Background: an optimization exercise with open tools, aiming at small area and a short achievable clock period. Do not read the settings as production practice.
Where RTL was checked, it was by simulation tests only, not by an equivalence proof against the original.
Power figures rest on the tool's default switching activity, not on a simulated workload.

==> raven <==
==> flow/design.v <==
module istream
#(
    parameter int          NUM_SETS = 8,
    parameter logic [31:0] INIT_PC  = 32'h8000_0000
) (
    input  logic          CLK,
    input  logic          nRST,
    input  logic          enq_valid,
    input  logic [127:0]  enq_chunks,
    input  logic [7:0]    enq_valid_mask,
    input  logic [27:0]   enq_after_pc28,
    output logic          stall_enq,
    output logic          deq_valid,
    output logic [3:0]    deq_way_valid,
    output logic [3:0]    deq_way_uncompressed,
    output logic [63:0]   deq_way_lower,
    output logic [63:0]   deq_way_upper,
    output logic [127:0]  deq_way_pc,
    input  logic          stall_deq,
    input  logic          restart,
    input  logic [31:0]   restart_pc
);
    logic [127:0] chunks_e [4];
    logic [127:0] chunks_o [4];
    logic [27:0]  after_e  [4];
    logic [27:0]  after_o  [4];
    logic [7:0]   mask_e   [4];
    logic [7:0]   mask_o   [4];
    logic [2:0]   head_ptr;
    logic [2:0]   enq_ptr;
    logic [3:0]   count;
    logic [27:0]  head_pc28;
    logic [15:0]  wv;            
    logic [15:0]  wu;            
    function automatic logic [7:0] unc8(input logic [127:0] c);
        for (int i = 0; i < 8; i++) unc8[i] = c[16*i] & c[16*i+1];
    endfunction
    logic [2:0]   h2_ptr, h3_ptr;
    logic [255:0] win;
    logic [27:0]  after0, after1;
    logic [7:0]   mask2, mask3, unc2, unc3;
    assign h2_ptr = head_ptr + 3'd2;
    assign h3_ptr = head_ptr + 3'd3;
    logic [1:0]   row_e, row_o, row2, row3;
    logic [127:0] rd_e, rd_o;
    logic [27:0]  ra_e, ra_o;
    assign row_o = head_ptr[2:1];
    assign row_e = head_ptr[2:1] + {1'b0, head_ptr[0]};
    assign rd_e = chunks_e[row_e];
    assign rd_o = chunks_o[row_o];
    assign ra_e = after_e[row_e];
    assign ra_o = after_o[row_o];
    assign win    = head_ptr[0] ? {rd_e, rd_o} : {rd_o, rd_e};
    assign after0 = head_ptr[0] ? ra_o : ra_e;
    assign after1 = head_ptr[0] ? ra_e : ra_o;
    assign row2 = h2_ptr[2:1];
    assign row3 = h3_ptr[2:1];
    assign mask2 = h2_ptr[0] ? mask_o[row2] : mask_e[row2];
    assign mask3 = h3_ptr[0] ? mask_o[row3] : mask_e[row3];
    assign unc2  = unc8(h2_ptr[0] ? chunks_o[row2] : chunks_e[row2]);
    assign unc3  = unc8(h3_ptr[0] ? chunks_o[row3] : chunks_e[row3]);
    logic [15:0] g, p, m;
    always_comb begin
        logic [15:0] f0, f1, n0, n1;
        g = wv & wu;
        f0 = g;
        f1 = '0;
        for (int d = 1; d < 16; d = d * 2) begin
            n0 = f0;
            n1 = f1;
            for (int i = d; i < 16; i++) begin
                n0[i] = f0[i-d] ? f1[i] : f0[i];
                n1[i] = f1[i-d] ? f1[i] : f0[i];
            end
            f0 = n0;
            f1 = n1;
        end
        p = f0;
        m[0] = wv[0];
        for (int i = 1; i < 16; i++) m[i] = wv[i] & ~p[i-1];
    end
    logic [79:0] ge;             
    logic [95:0] eb;             
    logic [79:0] t1, t2, t3, t4;
    function automatic logic [79:0] therm_step(input logic [79:0] t, input int d);
        logic [5:0] a, b;
        therm_step = t;
        for (int i = d; i < 16; i++) begin
            a = {t[5*(i-d) +: 5], 1'b1};
            b = {t[5*i +: 5], 1'b1};
            for (int k = 1; k <= 5; k++) begin
                therm_step[5*i+k-1] = 1'b0;
                for (int j = 0; j <= k; j++)
                    therm_step[5*i+k-1] = therm_step[5*i+k-1] | (a[j] & b[k-j]);
            end
        end
    endfunction
    always_comb begin
        for (int i = 0; i < 16; i++) ge[5*i +: 5] = {4'd0, m[i]};
    end
    assign t1 = therm_step(ge, 1);
    assign t2 = therm_step(t1, 2);
    assign t3 = therm_step(t2, 4);
    assign t4 = therm_step(t3, 8);
    always_comb begin
        eb[5:0] = 6'b000001;
        for (int i = 1; i < 16; i++) eb[6*i +: 6] = {t4[5*(i-1) +: 5], 1'b1};
    end
    logic [15:0] sel [5];        
    logic [15:0] lsel [4];       
    logic [15:0] gsel [4];       
    logic [15:0] usel [4];       
    logic [15:0] hva, ok;
    logic [3:0]  hole;
    logic [15:0] ack;
    always_comb begin
        hva[15] = 1'b0;
        for (int i = 14; i >= 0; i--) hva[i] = hva[i+1] | wv[i+1];
        ok = ~wu | hva;
        for (int w = 0; w < 5; w++)
            for (int i = 0; i < 16; i++)
                sel[w][i] = m[i] & eb[6*i+w] & ~eb[6*i+w+1];
        ack = '0;
        for (int w = 0; w < 4; w++) begin
            lsel[w] = sel[w] & ok;
            gsel[w] = lsel[w] & wu;
            hole[w] = |(gsel[w] & ~{1'b0, wv[15:1]});
            usel[w] = ({gsel[w][14:0], 1'b0} & wv) | (hole[w] ? sel[w+1] : 16'd0);
            ack = ack | lsel[w] | usel[w];
        end
    end
    always_comb begin
        for (int w = 0; w < 4; w++) begin
            logic [15:0] lo, up;
            logic [27:0] pc28;
            logic [2:0]  idx;
            lo = '0;
            up = '0;
            idx = '0;
            for (int i = 0; i < 16; i++) begin
                lo = lo | (lsel[w][i] ? win[16*i +: 16] : 16'd0);
                up = up | (usel[w][i] ? win[16*i +: 16] : 16'd0);
                idx = idx | (lsel[w][i] ? 3'(i) : 3'd0);
            end
            pc28 = ((|lsel[w][7:0]) ? head_pc28 : 28'd0) | ((|lsel[w][15:8]) ? after0 : 28'd0);
            deq_way_valid[w]        = |lsel[w];
            deq_way_uncompressed[w] = |gsel[w];
            deq_way_lower[16*w +: 16] = lo;
            deq_way_upper[16*w +: 16] = up;
            deq_way_pc[32*w +: 32]    = {pc28, idx, 1'b0};
        end
    end
    assign deq_valid = deq_way_valid[0];
    logic       full, enq_fire;
    logic [7:0] cv0, cv1, q0, q1, q2, q3;
    logic [7:0] eu;
    logic [7:0] r0, r1, r2, r3;
    logic       done0, done1, pop1, pop2;
    logic [15:0] next_wv, next_wu;
    assign full = count[3];
    assign stall_enq = full;
    assign enq_fire = enq_valid & ~full;
    assign eu = unc8(enq_chunks);
    always_comb begin
        cv0 = wv[7:0]  & ~ack[7:0];
        cv1 = wv[15:8] & ~ack[15:8];
        done0 = (|wv[7:0])  & ~(|cv0);
        done1 = (|wv[15:8]) & ~(|cv1);
        pop2 = ~stall_deq & done0 & done1;
        pop1 = ~stall_deq & done0 & ~done1;
        if (stall_deq) begin
            cv0 = wv[7:0];
            cv1 = wv[15:8];
        end
        q0 = cv0 | ((enq_fire && count == 4'd0) ? enq_valid_mask : 8'd0);
        q1 = cv1 | ((enq_fire && count == 4'd1) ? enq_valid_mask : 8'd0);
        q2 = (count > 4'd2) ? mask2 : ((enq_fire && count == 4'd2) ? enq_valid_mask : 8'd0);
        q3 = (count > 4'd3) ? mask3 : ((enq_fire && count == 4'd3) ? enq_valid_mask : 8'd0);
        r0 = (count == 4'd0) ? eu : wu[7:0];
        r1 = (count == 4'd1) ? eu : wu[15:8];
        r2 = (count == 4'd2) ? eu : unc2;
        r3 = (count == 4'd3) ? eu : unc3;
        if (pop2) begin
            next_wv = {q3, q2};
            next_wu = {r3, r2};
        end else if (pop1) begin
            next_wv = {q2, q1};
            next_wu = {r2, r1};
        end else begin
            next_wv = {q1, q0};
            next_wu = {r1, r0};
        end
    end
    always_ff @(posedge CLK) begin
        if (enq_fire && !enq_ptr[0]) begin
            chunks_e[enq_ptr[2:1]] <= enq_chunks;
            after_e[enq_ptr[2:1]]  <= enq_after_pc28;
            mask_e[enq_ptr[2:1]]   <= enq_valid_mask;
        end
        if (enq_fire && enq_ptr[0]) begin
            chunks_o[enq_ptr[2:1]] <= enq_chunks;
            after_o[enq_ptr[2:1]]  <= enq_after_pc28;
            mask_o[enq_ptr[2:1]]   <= enq_valid_mask;
        end
        wu <= next_wu;
    end
    always_ff @(posedge CLK or negedge nRST) begin
        if (!nRST) begin
            head_ptr  <= '0;
            enq_ptr   <= '0;
            count     <= '0;
            head_pc28 <= INIT_PC[31:4];
            wv        <= '0;
        end else if (restart) begin
            head_ptr  <= '0;
            enq_ptr   <= '0;
            count     <= '0;
            head_pc28 <= restart_pc[31:4];
            wv        <= '0;
        end else begin
            head_ptr  <= head_ptr + {1'b0, pop2, pop1};
            enq_ptr   <= enq_ptr + {2'd0, enq_fire};
            count     <= count - {2'd0, pop2, pop1} + {3'd0, enq_fire};
            head_pc28 <= pop2 ? after1 : (pop1 ? after0 : head_pc28);
            wv        <= next_wv;
        end
    end
endmodule
==> flow/run.sh <==
#!/bin/bash
# synth_recipe.tcl (not shown) runs the flow's synth.tcl, then flattens the netlist and writes it again
# the make line also repeats each setting of config.mk as NAME=value (left out here)
make -C /OpenROAD-flow-scripts/flow DESIGN_CONFIG=/design/flow/config.mk WORK_HOME=/design/flow/orfs CLKGATE_MAP_FILE= SYNTH_SCRIPT=/design/flow/synth_recipe.tcl finish
==> flow/config.mk <==
export PLATFORM = sky130hd
export DESIGN_NAME = istream
export DESIGN_NICKNAME = istream
export VERILOG_FILES = /design/flow/design.v
export SDC_FILE = /design/flow/constraint.sdc
export NUM_CORES = 4
export LEC_CHECK = 0
export CAP_MARGIN = 30
export CORE_MARGIN = 2
export CORE_UTILIZATION = 25
export SETUP_SLACK_MARGIN = 5
export SLEW_MARGIN = 30
==> flow/constraint.sdc <==
create_clock -name core_clock -period 16.0 [get_ports {CLK}]
set_input_delay 3.2000 -clock core_clock [delete_from_list [all_inputs] [get_ports {CLK}]]
set_output_delay 3.2000 -clock core_clock [all_outputs]
set_load 0.01 [all_outputs]
==> harbor: changes against raven <==
==> flow/design.v (replaced) <==
module chunk_window
(
    input  logic [15:0] v,           
    input  logic [15:0] u,           
    output logic [63:0] lsel,        
    output logic [63:0] usel,        
    output logic [3:0]  vld,         
    output logic [3:0]  unc,         
    output logic [3:0]  lo,          
    output logic [3:0]  hi,          
    output logic [11:0] idx          
);
    logic [15:0] g, p, m;
    always_comb begin
        logic [15:0] f0, f1, n0, n1;
        g = v & u;
        f0 = g;
        f1 = '0;
        for (int d = 1; d < 16; d = d * 2) begin
            n0 = f0;
            n1 = f1;
            for (int i = d; i < 16; i++) begin
                n0[i] = f0[i-d] ? f1[i] : f0[i];
                n1[i] = f1[i-d] ? f1[i] : f0[i];
            end
            f0 = n0;
            f1 = n1;
        end
        p = f0;
        m[0] = v[0];
        for (int i = 1; i < 16; i++) m[i] = v[i] & ~p[i-1];
    end
    logic [79:0] ge;             
    logic [95:0] eb;             
    logic [79:0] t1, t2, t3, t4;
    function automatic logic [79:0] therm_step(input logic [79:0] t, input int d);
        logic [5:0] a, b;
        therm_step = t;
        for (int i = d; i < 16; i++) begin
            a = {t[5*(i-d) +: 5], 1'b1};
            b = {t[5*i +: 5], 1'b1};
            for (int k = 1; k <= 5; k++) begin
                therm_step[5*i+k-1] = 1'b0;
                for (int j = 0; j <= k; j++)
                    therm_step[5*i+k-1] = therm_step[5*i+k-1] | (a[j] & b[k-j]);
            end
        end
    endfunction
    always_comb begin
        for (int i = 0; i < 16; i++) ge[5*i +: 5] = {4'd0, m[i]};
    end
    assign t1 = therm_step(ge, 1);
    assign t2 = therm_step(t1, 2);
    assign t3 = therm_step(t2, 4);
    assign t4 = therm_step(t3, 8);
    always_comb begin
        eb[5:0] = 6'b000001;
        for (int i = 1; i < 16; i++) eb[6*i +: 6] = {t4[5*(i-1) +: 5], 1'b1};
    end
    logic [79:0] sel;            
    logic [15:0] hva, ok, ls, gs;
    logic        hole;
    always_comb begin
        hva[15] = 1'b0;
        for (int i = 14; i >= 0; i--) hva[i] = hva[i+1] | v[i+1];
        ok = ~u | hva;
        for (int w = 0; w < 5; w++)
            for (int i = 0; i < 16; i++)
                sel[16*w+i] = m[i] & eb[6*i+w] & ~eb[6*i+w+1];
        for (int w = 0; w < 4; w++) begin
            ls = sel[16*w +: 16] & ok;
            gs = ls & u;
            hole = |(gs & ~{1'b0, v[15:1]});
            lsel[16*w +: 16] = ls;
            usel[16*w +: 16] = ({gs[14:0], 1'b0} & v) | (hole ? sel[16*(w+1) +: 16] : 16'd0);
            vld[w] = |ls;
            unc[w] = |gs;
            lo[w]  = |ls[7:0];
            hi[w]  = |ls[15:8];
            idx[3*w +: 3] = '0;
            for (int i = 0; i < 16; i++)
                idx[3*w +: 3] = idx[3*w +: 3] | (ls[i] ? 3'(i) : 3'd0);
        end
    end
endmodule
module istream
#(
    parameter int          NUM_SETS = 8,
    parameter logic [31:0] INIT_PC  = 32'h8000_0000
) (
    input  logic          CLK,
    input  logic          nRST,
    input  logic          enq_valid,
    input  logic [127:0]  enq_chunks,
    input  logic [7:0]    enq_valid_mask,
    input  logic [27:0]   enq_after_pc28,
    output logic          stall_enq,
    output logic          deq_valid,
    output logic [3:0]    deq_way_valid,
    output logic [3:0]    deq_way_uncompressed,
    output logic [63:0]   deq_way_lower,
    output logic [63:0]   deq_way_upper,
    output logic [127:0]  deq_way_pc,
    input  logic          stall_deq,
    input  logic          restart,
    input  logic [31:0]   restart_pc
);
    logic [127:0] chunks_e [4];
    logic [127:0] chunks_o [4];
    logic [27:0]  after_e  [4];
    logic [27:0]  after_o  [4];
    logic [7:0]   mask_e   [4];
    logic [7:0]   mask_o   [4];
    logic [2:0]   head_ptr;
    logic [2:0]   enq_ptr;
    logic [3:0]   count;
    logic [27:0]  head_pc28;
    logic [15:0]  wv;            
    logic [15:0]  wu;            
    logic [63:0]  lsel, usel;
    logic [3:0]   vld, unc, lo, hi;
    logic [11:0]  idx;
    function automatic logic [7:0] unc8(input logic [127:0] c);
        for (int i = 0; i < 8; i++) unc8[i] = c[16*i] & c[16*i+1];
    endfunction
    logic [2:0]   h2_ptr, h3_ptr;
    logic [255:0] win;
    logic [27:0]  after0, after1;
    logic [7:0]   mask2, mask3, unc2, unc3;
    logic [1:0]   row_e, row_o, row2, row3;
    logic [127:0] rd_e, rd_o;
    logic [27:0]  ra_e, ra_o;
    assign h2_ptr = head_ptr + 3'd2;
    assign h3_ptr = head_ptr + 3'd3;
    assign row_o = head_ptr[2:1];
    assign row_e = head_ptr[2:1] + {1'b0, head_ptr[0]};
    assign rd_e = chunks_e[row_e];
    assign rd_o = chunks_o[row_o];
    assign ra_e = after_e[row_e];
    assign ra_o = after_o[row_o];
    assign win    = head_ptr[0] ? {rd_e, rd_o} : {rd_o, rd_e};
    assign after0 = head_ptr[0] ? ra_o : ra_e;
    assign after1 = head_ptr[0] ? ra_e : ra_o;
    assign row2 = h2_ptr[2:1];
    assign row3 = h3_ptr[2:1];
    assign mask2 = h2_ptr[0] ? mask_o[row2] : mask_e[row2];
    assign mask3 = h3_ptr[0] ? mask_o[row3] : mask_e[row3];
    assign unc2  = unc8(h2_ptr[0] ? chunks_o[row2] : chunks_e[row2]);
    assign unc3  = unc8(h3_ptr[0] ? chunks_o[row3] : chunks_e[row3]);
    always_comb begin
        for (int w = 0; w < 4; w++) begin
            logic [15:0] lw, uw;
            lw = '0;
            uw = '0;
            for (int i = 0; i < 16; i++) begin
                lw = lw | (lsel[16*w+i] ? win[16*i +: 16] : 16'd0);
                uw = uw | (usel[16*w+i] ? win[16*i +: 16] : 16'd0);
            end
            deq_way_lower[16*w +: 16] = lw;
            deq_way_upper[16*w +: 16] = uw;
            deq_way_pc[32*w +: 32] = {(lo[w] ? head_pc28 : 28'd0) | (hi[w] ? after0 : 28'd0),
                                      idx[3*w +: 3], 1'b0};
        end
    end
    assign deq_way_valid        = vld;
    assign deq_way_uncompressed = unc;
    assign deq_valid            = vld[0];
    logic        full, enq_fire;
    logic [15:0] ack;
    logic [7:0]  cv0, cv1, q0, q1, q2, q3;
    logic [7:0]  eu;
    logic [7:0]  r0, r1, r2, r3;
    logic        done0, done1, pop1, pop2;
    logic [15:0] next_wv, next_wu;
    assign full = count[3];
    assign stall_enq = full;
    assign enq_fire = enq_valid & ~full;
    assign eu = unc8(enq_chunks);
    always_comb begin
        ack = '0;
        for (int w = 0; w < 4; w++) ack = ack | lsel[16*w +: 16] | usel[16*w +: 16];
        cv0 = wv[7:0]  & ~ack[7:0];
        cv1 = wv[15:8] & ~ack[15:8];
        done0 = (|wv[7:0])  & ~(|cv0);
        done1 = (|wv[15:8]) & ~(|cv1);
        pop2 = ~stall_deq & done0 & done1;
        pop1 = ~stall_deq & done0 & ~done1;
        if (stall_deq) begin
            cv0 = wv[7:0];
            cv1 = wv[15:8];
        end
        q0 = cv0 | ((enq_fire && count == 4'd0) ? enq_valid_mask : 8'd0);
        q1 = cv1 | ((enq_fire && count == 4'd1) ? enq_valid_mask : 8'd0);
        q2 = (count > 4'd2) ? mask2 : ((enq_fire && count == 4'd2) ? enq_valid_mask : 8'd0);
        q3 = (count > 4'd3) ? mask3 : ((enq_fire && count == 4'd3) ? enq_valid_mask : 8'd0);
        r0 = (count == 4'd0) ? eu : wu[7:0];
        r1 = (count == 4'd1) ? eu : wu[15:8];
        r2 = (count == 4'd2) ? eu : unc2;
        r3 = (count == 4'd3) ? eu : unc3;
        if (restart) begin
            next_wv = '0;
            next_wu = {r1, r0};
        end else if (pop2) begin
            next_wv = {q3, q2};
            next_wu = {r3, r2};
        end else if (pop1) begin
            next_wv = {q2, q1};
            next_wu = {r2, r1};
        end else begin
            next_wv = {q1, q0};
            next_wu = {r1, r0};
        end
    end
    logic [63:0] n_lsel, n_usel;
    logic [3:0]  n_vld, n_unc, n_lo, n_hi;
    logic [11:0] n_idx;
    chunk_window i_next_window (
        .v    (next_wv),
        .u    (next_wu),
        .lsel (n_lsel),
        .usel (n_usel),
        .vld  (n_vld),
        .unc  (n_unc),
        .lo   (n_lo),
        .hi   (n_hi),
        .idx  (n_idx)
    );
    always_ff @(posedge CLK) begin
        if (enq_fire && !enq_ptr[0]) begin
            chunks_e[enq_ptr[2:1]] <= enq_chunks;
            after_e[enq_ptr[2:1]]  <= enq_after_pc28;
            mask_e[enq_ptr[2:1]]   <= enq_valid_mask;
        end
        if (enq_fire && enq_ptr[0]) begin
            chunks_o[enq_ptr[2:1]] <= enq_chunks;
            after_o[enq_ptr[2:1]]  <= enq_after_pc28;
            mask_o[enq_ptr[2:1]]   <= enq_valid_mask;
        end
        wu <= next_wu;
    end
    always_ff @(posedge CLK or negedge nRST) begin
        if (!nRST) begin
            head_ptr  <= '0;
            enq_ptr   <= '0;
            count     <= '0;
            head_pc28 <= INIT_PC[31:4];
            wv        <= '0;
            lsel      <= '0;
            usel      <= '0;
            vld       <= '0;
            unc       <= '0;
            lo        <= '0;
            hi        <= '0;
            idx       <= '0;
        end else begin
            if (restart) begin
                head_ptr  <= '0;
                enq_ptr   <= '0;
                count     <= '0;
                head_pc28 <= restart_pc[31:4];
            end else begin
                head_ptr  <= head_ptr + {1'b0, pop2, pop1};
                enq_ptr   <= enq_ptr + {2'd0, enq_fire};
                count     <= count - {2'd0, pop2, pop1} + {3'd0, enq_fire};
                head_pc28 <= pop2 ? after1 : (pop1 ? after0 : head_pc28);
            end
            wv   <= next_wv;
            lsel <= n_lsel;
            usel <= n_usel;
            vld  <= n_vld;
            unc  <= n_unc;
            lo   <= n_lo;
            hi   <= n_hi;
            idx  <= n_idx;
        end
    end
endmodule
==> flow/flow/run.sh (new file) <==
#!/bin/bash
# The standard layout, with the timing repair aimed further below the clock period
set -euo pipefail
bash standard.sh SETUP_SLACK_MARGIN=9 finish > standard.log 2>&1
==> flow/standard.sh (new file) <==
#!/bin/bash
# synth_recipe.tcl (not shown) runs the flow's synth.tcl, then flattens the netlist and writes it again
# the make line also repeats each setting of config.mk as NAME=value (left out here)
make -C /OpenROAD-flow-scripts/flow DESIGN_CONFIG=/design/flow/config.mk WORK_HOME=/design/flow/orfs CLKGATE_MAP_FILE= SYNTH_SCRIPT=/design/flow/synth_recipe.tcl "${@:-finish}"
removed: flow/run.sh
==> run notes <==
                                                     harbor       raven
Final std cells w/o fill                               11800       10500
Worst R2R Start                                     usel[12]       wv[3]
Maximum cell stage delay along the critical path     0.73 ns     0.81 ns
Placed insts                                           10600       10200
Share of total power in combinational logic            0.637       0.554
Sum of routed wire length over all layers          433000 µm   385000 µm
Tightest Pin Transition                              1.20 ns     1.16 ns
Overall Global Routing Usage                           0.260       0.246
Final critical-path required period                  7.95 ns    11.11 ns
Power attributed to combinational cells             15300 µW     9730 µW
M1 GR Usage                                            0.316       0.301
Final core utilization                                 0.363       0.305
Register-to-register path setup slack                8.81 ns     7.53 ns
Status                      no timing/DRC/antenna violations  no timing/DRC/antenna violations
Only the layout flow was run in harbor; the RTL was not checked for function there.

separate check: timing with driven ports:
Ports are ideal in the flow. The routed layouts listed here were re-timed in OpenROAD.
Step 1 (the two cells are an assumption about what drives the block):
set clk [get_ports {CLK}]
set_driving_cell -lib_cell sky130_fd_sc_hd__clkbuf_16 $clk
set_driving_cell -lib_cell sky130_fd_sc_hd__buf_2 [delete_from_list [all_inputs] $clk]
Step 2 also shifts input and output timing later by t, the mid clock arrival at the registers, as if the neighbouring blocks saw the same clock.
a / b / c = ideal ports / drivers / drivers and shift; a / b = the first two.
| run | t (ns) | setup slack, ns | pins driven straight from the clock port |
|---|---|---|---|
| raven | 0.929 | 4.888 / 4.785 / 5.714 | 1 |
| harbor | 0.916 | 8.049 / 7.975 / 7.522 | 1 |
After both steps setup and hold are still met in every run listed. The setup slack of harbor, which loses most, moves by -0.074 ns with the drivers and by -0.527 ns with both steps.
